Context: an optimization exercise on an open-source flow, tuned for small area, a short achievable clock period and few clock cycles per item. The choices shown serve that exercise and are no tape-out recipe.
The RTL was checked by simulation tests, not by an equivalence proof against the original design.

==> design.v <==
`default_nettype none
package cnn_pkg;
	localparam int addr_w = 12;
	localparam int data_w = 16;
	localparam int pix_w  = 8;
	localparam int acc_w  = 19;
	localparam logic [data_w-1:0] end_marker = 16'hffff;
	localparam logic [2:0] f_idle   = 3'd0;
	localparam logic [2:0] f_size_a = 3'd1;   
	localparam logic [2:0] f_size_b = 3'd2;   
	localparam logic [2:0] f_size_c = 3'd3;   
	localparam logic [2:0] f_stream = 3'd4;   
	localparam logic [2:0] f_done   = 3'd5;   
endpackage
`default_nettype wire
`timescale 1ns/1ps
`default_nettype none
module window_fetch (
	input  wire                          clk,
	input  wire                          reset_b,
	input  wire                          run,
	input  wire                          run_end,
	input  wire  [cnn_pkg::data_w-1:0]   input_sram_read_data,
	output logic [cnn_pkg::addr_w-1:0]   input_sram_read_address,
	output logic                         fetch_done,
	output logic                         pix_valid,
	output logic [1:0]                   pix_row,
	output logic                         pix_first,
	output logic                         pix_mlast
);
	logic [2:0]                 state;
	logic [cnn_pkg::addr_w-1:0] addr;
	logic [cnn_pkg::data_w-1:0] size_q;
	logic [1:0]                 row;
	logic [4:0]                 col_rem;
	logic [4:0]                 strip_rem;
	logic [5:0]                 half_n;
	logic [cnn_pkg::addr_w-1:0] h;
	logic                       size_end;
	logic                       col_last;
	logic                       strip_last;
	logic                       reading;
	assign input_sram_read_address = addr;
	assign fetch_done = (state == cnn_pkg::f_done);
	assign half_n   = size_q[6:1];
	assign h        = {{(cnn_pkg::addr_w-6){1'b0}}, half_n};
	assign size_end = (size_q == cnn_pkg::end_marker);
	assign col_last   = (col_rem == 5'd0);
	assign strip_last = (strip_rem == 5'd0);
	assign reading  = (state == cnn_pkg::f_stream) ||
		(state == cnn_pkg::f_size_c && !size_end);
	always_ff @(posedge clk) begin
		if (state == cnn_pkg::f_size_b) begin
			size_q <= input_sram_read_data;
		end
	end
	always_ff @(posedge clk) begin
		if (!reset_b) begin
			state     <= cnn_pkg::f_idle;
			addr      <= '0;
			row       <= '0;
			col_rem   <= '0;
			strip_rem <= '0;
		end else begin
			case (state)
				cnn_pkg::f_idle: begin
					if (run) begin
						state <= cnn_pkg::f_size_b;
						addr  <= addr + 12'd1;
					end
				end
				cnn_pkg::f_size_a: begin
					state <= cnn_pkg::f_size_b;
					addr  <= addr + 12'd1;
				end
				cnn_pkg::f_size_b: begin
					state <= cnn_pkg::f_size_c;
				end
				cnn_pkg::f_size_c: begin
					if (size_end) begin
						state <= cnn_pkg::f_done;
						addr  <= '0;
					end else begin
						state     <= cnn_pkg::f_stream;
						addr      <= addr + h;
						row       <= 2'd1;
						col_rem   <= 5'(half_n - 6'd1);
						strip_rem <= 5'(half_n - 6'd2);
					end
				end
				cnn_pkg::f_stream: begin
					row <= row + 2'd1;
					if (row != 2'd3) begin
						addr <= addr + h;
					end else if (!col_last) begin
						addr    <= addr - (h << 1) - h + 12'd1;
						col_rem <= col_rem - 5'd1;
					end else if (!strip_last) begin
						addr      <= addr - (h << 1) + 12'd1;
						col_rem   <= 5'(half_n - 6'd1);
						strip_rem <= strip_rem - 5'd1;
					end else begin
						addr  <= addr + 12'd1;
						state <= cnn_pkg::f_size_a;
					end
				end
				cnn_pkg::f_done: begin
					if (run_end) begin
						state <= cnn_pkg::f_idle;
					end
				end
				default: begin
					state <= cnn_pkg::f_idle;
					addr  <= '0;
				end
			endcase
		end
	end
	always_ff @(posedge clk) begin
		if (!reset_b) begin
			pix_valid <= 1'b0;
		end else begin
			pix_valid <= reading;
		end
		pix_row   <= row;
		pix_first <= (state == cnn_pkg::f_size_c) ||
			(col_rem == 5'(half_n - 6'd1));
		pix_mlast <= col_last && strip_last && (state == cnn_pkg::f_stream);
	end
endmodule
`default_nettype wire
`timescale 1ns/1ps
`default_nettype none
module conv_engine (
	input  wire                               clk,
	input  wire                               reset_b,
	input  wire                               run,
	input  wire                               busy,
	input  wire                               run_end,
	input  wire  [cnn_pkg::data_w-1:0]        input_sram_read_data,
	input  wire                               pix_valid,
	input  wire  [1:0]                        pix_row,
	input  wire                               pix_first,
	input  wire                               pix_mlast,
	input  wire  [cnn_pkg::data_w-1:0]        weights_sram_read_data,
	output logic [cnn_pkg::addr_w-1:0]        weights_sram_read_address,
	output logic                              conv_valid,
	output logic                              conv_first,
	output logic                              conv_last,
	output logic                              conv_mlast,
	output logic signed [cnn_pkg::acc_w-1:0]  conv_out
);
	logic [2:0]                       wcnt;
	logic signed [cnn_pkg::pix_w-1:0] k [9];
	assign weights_sram_read_address = {{(cnn_pkg::addr_w-3){1'b0}}, wcnt};
	always_ff @(posedge clk) begin
		if (!reset_b || run_end) begin
			wcnt <= 3'd0;
		end else if (!busy) begin
			wcnt <= run ? 3'd1 : 3'd0;
		end else if (wcnt != 3'd6) begin
			wcnt <= wcnt + 3'd1;
		end
	end
	always_ff @(posedge clk) begin
		if (busy) begin
			case (wcnt)
				3'd1: begin k[0] <= weights_sram_read_data[7:0]; k[1] <= weights_sram_read_data[15:8]; end
				3'd2: begin k[2] <= weights_sram_read_data[7:0]; k[3] <= weights_sram_read_data[15:8]; end
				3'd3: begin k[4] <= weights_sram_read_data[7:0]; k[5] <= weights_sram_read_data[15:8]; end
				3'd4: begin k[6] <= weights_sram_read_data[7:0]; k[7] <= weights_sram_read_data[15:8]; end
				3'd5: begin k[8] <= weights_sram_read_data[7:0]; end
				default: ;
			endcase
		end
	end
	logic [cnn_pkg::data_w-1:0] stage [3];
	logic [cnn_pkg::data_w-1:0] pa [4];
	logic [cnn_pkg::data_w-1:0] pb [4];
	logic                       shift;
	logic                       win_mlast;
	logic                       active;
	logic [1:0]                 phase;
	assign shift = pix_valid && (pix_row == 2'd3);
	always_ff @(posedge clk) begin
		if (pix_valid && pix_row != 2'd3) begin
			stage[pix_row] <= input_sram_read_data;
		end
		if (shift) begin
			for (int i = 0; i < 4; i++) begin
				pa[i] <= pb[i];
			end
			pb[0] <= stage[0];
			pb[1] <= stage[1];
			pb[2] <= stage[2];
			pb[3] <= input_sram_read_data;
			win_mlast <= pix_mlast;
		end
	end
	always_ff @(posedge clk) begin
		if (!reset_b) begin
			active <= 1'b0;
			phase  <= '0;
		end else if (shift) begin
			active <= !pix_first;
			phase  <= '0;
		end else begin
			phase <= phase + 2'd1;
			if (phase == 2'd3) begin
				active <= 1'b0;
			end
		end
	end
	logic signed [cnn_pkg::pix_w-1:0] w [4][4];
	logic signed [cnn_pkg::pix_w-1:0] x [9];
	logic signed [cnn_pkg::acc_w-1:0] sum;
	always_comb begin
		for (int i = 0; i < 4; i++) begin
			w[i][0] = pa[i][7:0];
			w[i][1] = pa[i][15:8];
			w[i][2] = pb[i][7:0];
			w[i][3] = pb[i][15:8];
		end
		for (int i = 0; i < 3; i++) begin
			for (int j = 0; j < 3; j++) begin
				x[3*i+j] = w[i + phase[0]][j + phase[1]];
			end
		end
		sum = '0;
		for (int t = 0; t < 9; t++) begin
			sum = sum + cnn_pkg::acc_w'(k[t] * x[t]);
		end
	end
	always_ff @(posedge clk) begin
		if (!reset_b) begin
			conv_valid <= 1'b0;
		end else begin
			conv_valid <= active;
		end
		conv_first <= (phase == 2'd0);
		conv_last  <= (phase == 2'd3);
		conv_mlast <= win_mlast;
		conv_out   <= sum;
	end
endmodule
`default_nettype wire
`timescale 1ns/1ps
`default_nettype none
module pool_relu_writer (
	input  wire                               clk,
	input  wire                               reset_b,
	input  wire                               busy,
	input  wire                               fetch_done,
	input  wire                               conv_valid,
	input  wire                               conv_first,
	input  wire                               conv_last,
	input  wire                               conv_mlast,
	input  wire signed [cnn_pkg::acc_w-1:0]   conv_out,
	output logic                              output_sram_write_enable,
	output logic [cnn_pkg::addr_w-1:0]        output_sram_write_address,
	output logic [cnn_pkg::data_w-1:0]        output_sram_write_data,
	output logic                              run_end
);
	logic [6:0] relu_val;
	logic [6:0] run_max;
	logic [6:0] pool_val;
	logic [6:0] pool_q;
	logic       pool_valid;
	logic       pool_mlast;
	logic [6:0] held;
	logic       have_held;
	logic       write_last;
	always_comb begin
		if (conv_out[cnn_pkg::acc_w-1]) begin
			relu_val = '0;
		end else if (|conv_out[cnn_pkg::acc_w-2:7]) begin
			relu_val = 7'd127;
		end else begin
			relu_val = conv_out[6:0];
		end
		pool_val = (conv_first || relu_val > run_max) ? relu_val : run_max;
	end
	always_ff @(posedge clk) begin
		if (conv_valid) begin
			run_max <= pool_val;
		end
		pool_q     <= pool_val;
		pool_mlast <= conv_mlast;
	end
	always_ff @(posedge clk) begin
		if (!reset_b) begin
			pool_valid <= 1'b0;
		end else begin
			pool_valid <= conv_valid && conv_last;
		end
	end
	always_ff @(posedge clk) begin
		if (!reset_b) begin
			have_held                <= 1'b0;
			output_sram_write_enable <= 1'b0;
			write_last               <= 1'b0;
		end else begin
			output_sram_write_enable <= pool_valid && (have_held || pool_mlast);
			write_last               <= pool_valid && pool_mlast && fetch_done;
			if (pool_valid) begin
				have_held <= !have_held && !pool_mlast;
			end
		end
	end
	assign run_end = output_sram_write_enable && write_last;
	always_ff @(posedge clk) begin
		if (pool_valid && !have_held) begin
			held <= pool_q;
		end
		if (pool_valid) begin
			output_sram_write_data <= have_held ? {1'b0, held, 1'b0, pool_q}
				: {1'b0, pool_q, 8'h00};
		end
	end
	always_ff @(posedge clk) begin
		if (!reset_b || !busy) begin
			output_sram_write_address <= '0;
		end else if (output_sram_write_enable) begin
			output_sram_write_address <= output_sram_write_address + 12'd1;
		end
	end
endmodule
`default_nettype wire
`timescale 1ns/1ps
`default_nettype none
module cnn_top (
	input  wire                          clk,
	input  wire                          reset_b,
	input  wire                          run,
	output logic                         busy,
	output logic [cnn_pkg::addr_w-1:0]   input_sram_read_address,
	input  wire  [cnn_pkg::data_w-1:0]   input_sram_read_data,
	output logic [cnn_pkg::addr_w-1:0]   weights_sram_read_address,
	input  wire  [cnn_pkg::data_w-1:0]   weights_sram_read_data,
	output logic                         output_sram_write_enable,
	output logic [cnn_pkg::addr_w-1:0]   output_sram_write_address,
	output logic [cnn_pkg::data_w-1:0]   output_sram_write_data
);
	logic                              fetch_done;
	logic                              pix_valid;
	logic [1:0]                        pix_row;
	logic                              pix_first;
	logic                              pix_mlast;
	logic                              conv_valid;
	logic                              conv_first;
	logic                              conv_last;
	logic                              conv_mlast;
	logic signed [cnn_pkg::acc_w-1:0]  conv_out;
	logic                              run_end;
	always_ff @(posedge clk) begin
		if (!reset_b) begin
			busy <= 1'b0;
		end else if (!busy) begin
			busy <= run;
		end else if (run_end) begin
			busy <= 1'b0;
		end
	end
	window_fetch fetch_i (
		.clk                     (clk),
		.reset_b                 (reset_b),
		.run                     (run),
		.run_end                 (run_end),
		.input_sram_read_data    (input_sram_read_data),
		.input_sram_read_address (input_sram_read_address),
		.fetch_done              (fetch_done),
		.pix_valid               (pix_valid),
		.pix_row                 (pix_row),
		.pix_first               (pix_first),
		.pix_mlast               (pix_mlast)
	);
	conv_engine conv_i (
		.clk                       (clk),
		.reset_b                   (reset_b),
		.run                       (run),
		.busy                      (busy),
		.run_end                   (run_end),
		.input_sram_read_data      (input_sram_read_data),
		.pix_valid                 (pix_valid),
		.pix_row                   (pix_row),
		.pix_first                 (pix_first),
		.pix_mlast                 (pix_mlast),
		.weights_sram_read_data    (weights_sram_read_data),
		.weights_sram_read_address (weights_sram_read_address),
		.conv_valid                (conv_valid),
		.conv_first                (conv_first),
		.conv_last                 (conv_last),
		.conv_mlast                (conv_mlast),
		.conv_out                  (conv_out)
	);
	pool_relu_writer writer_i (
		.clk                       (clk),
		.reset_b                   (reset_b),
		.busy                      (busy),
		.fetch_done                (fetch_done),
		.conv_valid                (conv_valid),
		.conv_first                (conv_first),
		.conv_last                 (conv_last),
		.conv_mlast                (conv_mlast),
		.conv_out                  (conv_out),
		.output_sram_write_enable  (output_sram_write_enable),
		.output_sram_write_address (output_sram_write_address),
		.output_sram_write_data    (output_sram_write_data),
		.run_end                   (run_end)
	);
endmodule
`default_nettype wire
==> run.sh <==
#!/bin/bash
# synth_recipe.tcl (not shown) runs the flow's synth.tcl, then flattens the netlist and writes it again
# the make line also repeats each setting of config.mk as NAME=value (left out here)
make -C /OpenROAD-flow-scripts/flow DESIGN_CONFIG=/design/flow/config.mk WORK_HOME=/design/flow/orfs CLKGATE_MAP_FILE= SYNTH_SCRIPT=/design/flow/synth_recipe.tcl finish
==> config.mk <==
export PLATFORM = sky130hd
export DESIGN_NAME = cnn_top
export DESIGN_NICKNAME = cnn_top
export VERILOG_FILES = /design/flow/design.v
export SDC_FILE = /design/flow/constraint.sdc
export NUM_CORES = 4
export LEC_CHECK = 0
export CAP_MARGIN = 20
export CORE_MARGIN = 2
export CORE_UTILIZATION = 40
export SLEW_MARGIN = 20
==> constraint.sdc <==
create_clock -name core_clock -period 10.0 [get_ports {clk}]
set_input_delay 2.0000 -clock core_clock [delete_from_list [all_inputs] [get_ports {clk}]]
set_output_delay 2.0000 -clock core_clock [all_outputs]
set_load 0.01 [all_outputs]
==> summary.txt <==
Synth
  – Number of distinct library cells after synthesis: 89
  – Top post-synthesis cells by count: inv_1 (944), fa_1 (612), and2_1 (379)
  – Cell taking the most area after synthesis: fa_1
  – Synth Warn #: 9
  – Avg Inst Size Synth: 10.2 um^2
  – Seq cells post-synth: 379
  – Post-Synth Simple-Gate Area: 11.8%
  – EDFF count, synth: 293
  – Post-synth top area share: 28.8%
  – Synth top area cells: fa_1 (29%), edfxtp_1 (21%), ha_1 (10%)
  – Largest family of logic cells by synthesized area: adder cells
  – Synth Area in Adders: 38.8%
  – Most used DFF post-synth: edfxtp_1
  – Mapped Area: 0.0425 mm^2
  – Register area share after synthesis: 24.7%
  – Post-Synth XOR/XNOR Area: 4.72%
  – Multiplexer area fraction after synthesis: 0.603%
  – Compound-cell area share of the yosys netlist: 9.96%
  – Mapped Cells: 4169
  – Most frequent cell after synthesis: inv_1
  – Asr flop ratio synth: 0%

Final layout
  – Final net count: 5334
  – Share of layout cells above drive strength 1: 7.48%
  – Post-layout instance area: 0.0475 mm^2
  – Layout area overhead: 11.7%
  – Layout Cells excl Fill: 5775

Place
  – GP Congestion: 0.916
  – # port buffers: 77
  – Place WS: -0.212 ns
  – Placed Area: 0.0457 mm^2
  – Detailed placer's ending HPWL: 91.8 mm
  – Placed cells: 5692

GRT
  – Vias in the first global route: 30100
  – Largest net degree at the start of global routing: 81
  – Grt ovf: 0
  – First-pass GRT wire length: 176 mm
  – Initial antenna violation count: 7
  – Overall global routing resource usage: 20.9%

Drt
  – Detail Route Antenna Nets: 0
  – Detailed router's first-iteration violation count: 2176
  – Drt pass-1 iters: 18
  – Vias per inst: 5.02
  – DRC viols: 0
  – Avg WL per Cell: 19.2 um
  – Via count: 29000
  – Final WL: 111 mm

Clock tree
  – Worst-Skew Late Latency: 0.63 ns
  – Max Buffers Root-to-Sink: 3
  – Post-cts hold buffer count: 0
  – H-tree depth: 2
  – Clk sinks: 379
  – Clock-pin transition on the worst setup and hold timing paths: 0.06 ns
  – Root Driver: clkbuf_16
  – CTS buffer count: 43
  – CTS tree: built

Worst setup path
  – CP dominant cell by count: fa_1
  – CP arrival: 10.14 ns
  – CP Launch Point: conv_i.phase[0]
  – Max stage delay on crit path: 0.67 ns
  – Reg2reg start: conv_i.phase[0]
  – Crit-path slowest cell: fa_2
  – CP Max Fanout: 22
  – Worst EP required: 10.51 ns
  – Worst Setup End Kind: register
  – Worst Setup Start Kind: register
  – Worst Setup Path Type: register to register

Timing
  – Max Clk Rate: 104 MHz
  – Slew @ Worst Pin: 1.10 ns
  – Final Hold Viols: 0
  – Slew Limit Fails: 0
  – Relative slew slack: 26.9%
  – Minimum clock period: 9.63 ns
  – Setup Skew: 0.0515 ns
  – Final worst setup slack: 0.367 ns
  – Tcrit/Tclk final: 96.3%
  – Setup Viol. Count Final: 0

Floorplan
  – Die ar.: 0.109 mm^2
  – Starting density of the core: 40.3%
  – Die Ht: 330 um
  – Core Region: 0.105 mm^2
  – Die width: 330 um
  – I/O pins: 89
  – Number of placement rows: 119

Job
  – Max Cap Viol: 0

Run status
  – Status: timing/DRC/antenna clean

Worst hold path
  – Hold Path Class: register to register
  – Worst Min Path Start: conv_i.conv_mlast
-- cells by family after synthesis --
kind of cell,count (synthesis)
buf+inv,1032
compound gates,604
simple gates,951
other cells,1
xor+xnor,227
fa+ha+maj,951
mux,24
flops,379
-- critical path, delay by kind of cell, from the launching register on --
family / cells / cell delay, ns
xor+xnor: 1 / 0.13
simple gates: 5 / 1.41
fa+ha+maj: 11 / 5.01
compound gates: 8 / 1.33
buf+inv: 9 / 1.24
flops: 1 / 0.40
-- registers in the layout, indices dropped and copies added, names as in the netlist, 3 cells and up --
| name | flops |
|---|---|
| writer_i.run_max | 7 |
| conv_i.stage | 48 |
| fetch_i.state | 3 |
| fetch_i.size_q | 16 |
| conv_i.pa | 64 |
| conv_i.wcnt | 3 |
| writer_i.pool_q | 7 |
| writer_i.held | 7 |
| fetch_i.strip_rem | 5 |
| fetch_i.col_rem | 5 |
| writer_i.output_sram_write_data | 14 |
| writer_i.output_sram_write_address | 12 |
| conv_i.k | 72 |
| fetch_i.addr | 12 |
| conv_i.conv_out | 19 |
| conv_i.pb | 64 |
-- layout by cell type, fill, tap and decap left out, types with 19 or more instances in the layout --
master,synthesis,routed
fa_1,612,610
a22oi_1,140,140
xnor2_1,164,164
a31oi_1,43,33
o21ai_0,69,68
clkbuf_16,0,44
a31oi_2,25,26
a21oi_1,132,128
or2_2,21,21
xor2_1,61,60
nand3_1,23,23
dfxtp_1,86,85
buf_4,16,127
inv_1,944,943
o21bai_1,26,26
ha_1,339,335
nor3_1,24,23
edfxtp_1,293,293
and2_1,379,379
nor2_1,145,144
and3_1,20,20
clkdlybuf4s50_1,0,77
o21a_1,19,19
a21o_1,39,39
nand2b_1,27,27
nand2_1,236,236
-- metal layers --
metal	wire (um)	vias up	GRT usage, %
li1	-	13700	-
met1	49600	14400	28.5
met2	51700	748	34.4
met3	5790	131	2.82
met4	3940	2	6.60
met5	14	-	0
-- through the flow --
step | TNS (ns) | hold WS [ns] | utilization [%]
6_report | 0 | 0.331 | 45.1
2_1_floorplan | 0 | 0.310 | -
4_1_cts | 0 | 0.335 | 44.9
3_3_place_gp | -0.0773 | 0.318 | 43.3
5_1_grt | -0.00288 | 0.343 | 45.1
3_5_place_dp | -0.212 | 0.321 | 43.3
-- what timing repair did --
item,in CTS,in global routing
resized for setup,10,31
setup endpoints to repair,1,4
gates cloned,0,1
setup buffers,0,1
pin swaps,0,2
-- layout make-up --
cell class / instances / area [um^2]
Fill cell: 10000 / 57900
Multi-Input combinational cell: 2768 / 28300
Sequential cell: 379 / 10500
Inverter: 945 / 3550
Timing Repair Buffer: 211 / 1840
Tap cell: 1391 / 1740
Clock buffer: 51 / 1150
Clock inverter: 29 / 403
Antenna cell: 1 / 2.50
-- final timing paths --
check                             end  slack (ns)  depth (start not counted)
setup / recovery  conv_i.conv_out[18]        0.37                         34
hold / removal    writer_i.pool_mlast        0.33                          0
setup reg to reg  conv_i.conv_out[18]        0.37                         34
hold reg to reg   writer_i.pool_mlast        0.33                          0
Testbench counts, summed over its fixed seeds: cycles 83,470, windows 19,159.

-- static timing again, ports no longer ideal --
The flow's constraints put no driver on any port. The routed layout listed below was extracted and timed again, unchanged, in two steps.
Step 1, drivers: a clkbuf_16 drives clk and a buf_2 each remaining input, both assumed.
Step 2 adds t to the input delays and takes it off the output delays; t is the mean of the earliest and latest rising clock arrival at the registers after step 1. Input paths then give back, and output paths get back, about the clock's delay inside the block.
a / b / c = ideal / step 1 / step 2; a / b = the first two.
shift t [ns]: 0.673
setup slack, ns: 0.367 / 0.367 / 0.367
worst setup path at the end: register to register
After both steps this run still meets setup and hold. For this run, drivers alone change the setup slack by 0.000 ns; drivers and shift together by 0.000 ns.
